Background: an optimization exercise with open tools, aiming at small area. Do not read the settings as production practice. The RTL was checked by simulation tests, not by an equivalence proof against the original design. No driver is modelled on the clock port, so clocking that relies on it looks cheaper here than on a real chip. Power is estimated from default activity; no workload was simulated.

==> 09-02: inputs <==
Design lc3b_mem_unit, start of the top module:
module lc3b_mem_unit #(
  parameter int ADDR_W = 16,
  parameter int DATA_W = 16,
  parameter int DEPTH  = 256,
  parameter int RD_LAT = 5,
  parameter int WR_LAT = 10
) (
  input  logic              clk_50,
  input  logic              rst,
  input  logic [DATA_W-1:0] bus,
  input  logic              ld_mar,
  input  logic              ld_mdr,
  input  logic              gate_mdr,
  input  logic              mio_en,
  input  logic              rw,
  input  logic              datasize,
  output logic [DATA_W-1:0] mdr_out,
  output logic              r,
  output logic              addr_err
);
clock: 10.0 ns
lec_check: 0
abc_area: 1
cap_margin: 0
core_margin: 2
core_utilization: 55
place_density: 0.65
slew_margin: 0
standard.sh (not shown) runs the stock make flow with config.mk's settings and CLKGATE_MAP_FILE= SYNTH_SCRIPT=/design/flow/synth_recipe.tcl, a recipe that flattens the netlist after the stock synthesis.
==> flow/flow/run.sh <==
#!/bin/bash
# The standard ORFS layout (standard.sh) with these changes:
#  - synthesis: synth_recipe.tcl unchanged, but ABC maps for area only
#    (flow/synth.tcl, flow/abc_area.script);
#  - CTS: small clock buffers, no dummy balancing loads, and leaf buffers
#    whose flip-flop clock slew would be high are upsized (flow/post_cts.tcl);
#  - port buffers are minimum size.
# make's output goes to flow_make.log here; ORFS keeps each step's own log
# under orfs/logs/.
set -euo pipefail
export FLOW_WORK=$PWD
export CLK_SLEW_FIX=0.115
bash standard.sh \
  "SYNTH_SCRIPT=$PWD/flow/synth.tcl" \
  "POST_CTS_TCL=$PWD/flow/post_cts.tcl" \
  "CTS_ARGS=-sink_clustering_enable -repair_clock_nets -dont_use_dummy_load -buf_list sky130_fd_sc_hd__clkbuf_4 -sink_clustering_size 11 -sink_clustering_max_diameter 35" \
  "BUFFER_PORTS_ARGS=-buffer_cell sky130_fd_sc_hd__buf_1" \
  finish > flow_make.log 2>&1
==> flow/flow/abc_area.script <==
strash
dch -f
amap -F 4 -A 16 -C 1000
topo
==> flow/flow/post_cts.tcl <==
# Upsize the clock buffers whose flip-flop clock pins would see a slow edge
# (placement parasitics; routed slews come out a little higher).
estimate_parasitics -placement
set limit $::env(CLK_SLEW_FIX)
set fixed 0
set bigger [dict create \
  sky130_fd_sc_hd__clkbuf_2 sky130_fd_sc_hd__clkbuf_4 \
  sky130_fd_sc_hd__clkbuf_4 sky130_fd_sc_hd__clkbuf_8 \
  sky130_fd_sc_hd__clkbuf_8 sky130_fd_sc_hd__clkbuf_16]
foreach inst [get_cells *] {
  set ref [get_property $inst ref_name]
  if {![dict exists $bigger $ref]} { continue }
  set out [get_pins -of_objects $inst -filter "direction == output"]
  set worst 0
  foreach p [get_pins -of_objects [get_nets -of_objects $out] -filter "direction == input"] {
    set s [get_property $p slew_max]
    if {$s > $worst} { set worst $s }
  }
  if {$worst > $limit} {
    replace_cell $inst [dict get $bigger $ref]
    incr fixed
  }
}
puts "post_cts: upsized $fixed clock buffers over $limit ns"
detailed_placement
check_placement
==> flow/flow/synth.tcl <==
# The standard synthesis (synth_recipe.tcl, sourced unchanged) with one
# change: ABC maps the logic with an area-only script (flow/abc_area.script)
# instead of ORFS's delay-driven one. Registers are mapped before ABC runs,
# so they come out the same as in the standard synthesis.
proc abc {args} {
  set i [lsearch -exact $args -script]
  if {$i >= 0} { lset args [expr {$i + 1}] $::env(FLOW_WORK)/flow/abc_area.script }
  yosys abc {*}$args
}
source $::env(FLOW_WORK)/synth_recipe.tcl
==> 09-25 (differences from 09-02) <==
--- a/flow/flow/run.sh
+++ b/flow/flow/run.sh
@@ -14,5 +14,5 @@
   "SYNTH_SCRIPT=$PWD/flow/synth.tcl" \
   "POST_CTS_TCL=$PWD/flow/post_cts.tcl" \
-  "CTS_ARGS=-sink_clustering_enable -repair_clock_nets -dont_use_dummy_load -buf_list sky130_fd_sc_hd__clkbuf_4 -sink_clustering_size 11 -sink_clustering_max_diameter 35" \
+  "CTS_ARGS=-sink_clustering_enable -repair_clock_nets -dont_use_dummy_load -buf_list sky130_fd_sc_hd__clkbuf_8 -sink_clustering_size 18 -sink_clustering_max_diameter 45" \
   "BUFFER_PORTS_ARGS=-buffer_cell sky130_fd_sc_hd__buf_1" \
   finish > flow_make.log 2>&1
CAP_MARGIN = 20   (was 0)
SLEW_MARGIN = 20   (was 0)
==> impl_metrics.py <==
metrics = {
    "worst_hold_path": {
        "hp-start": "u_array.ring[413]$_DFF_P_",
    },
    "power": {
        "powerComb_w": 0.000756,
        "p_int_w": 0.0104,
        "switching_share": 0.222,
    },
    "finish": {
        "seq-cell-share": 0.818,
        "multi_input_area_share": 0.0993,
        "drive_above_1_share": 0.0597,
    },
    "worst_setup_path": {
        "required_ns": 10.56,
    },
    "timing": {
        "tightest_slew_ns": 1.16,
        "slew-limit-headroom": 0.228,
        "postLayoutSetupSlackWorst_ns": 1.75,
    },
    "status": {
        "status": "finished clean",
    },
}
That was 09-25.
==> impl_metrics.py <==
metrics = {
    "status": {
        "status": "finished clean",
    },
    "power": {
        "p_int_w": 0.0100,
        "powerComb_w": 0.000761,
    },
    "finish": {
        "multi_input_area_share": 0.100,
        "top_register": "u_array.ring",
        "drive_above_1_share": 0.0806,
    },
    "worst_hold_path": {
        "hp-start": "u_array.ring[251]$_DFF_P_",
    },
    "timing": {
        "postLayoutSetupSlackWorst_ns": 1.86,
        "tightest_slew_ns": 1.21,
        "slew-limit-headroom": 0.196,
    },
    "worst_setup_path": {
        "required_ns": 10.72,
    },
}
That was 09-02.

==> separate check: timing with driven ports <==
How much do the figures lean on ideal ports? The routed layouts below were timed once more, with nothing changed but the port constraints.
Step 1: set_driving_cell puts a clkbuf_16 on clk_50 and a buf_2 on each other input, an assumption about the parent block.
Step 2 adds t to the input delays and takes it off the output delays; t is the mean of the earliest and latest rising clock arrival at the registers after step 1. Input paths then give back, and output paths get back, about the clock's delay inside the block.
Slacks: ideal ports / drivers / drivers and shift; pairs: ideal ports / drivers.
run | shift t [ns] | setup slack, ns | worst hold slack (ns) | worst register clock-pin slew, ns
09-02 | 0.872 | 1.863 / 1.903 / 1.031 | 0.230 / 0.230 / 0.230 | 0.11 / 0.11
09-25 | 0.758 | 1.752 / 1.798 / 1.040 | 0.271 / 0.271 / 0.271 | 0.11 / 0.11
After both steps setup and hold are still met in every run listed. For 09-02, which loses most, drivers alone change the setup slack by +0.040 ns; drivers and shift together by -0.832 ns.
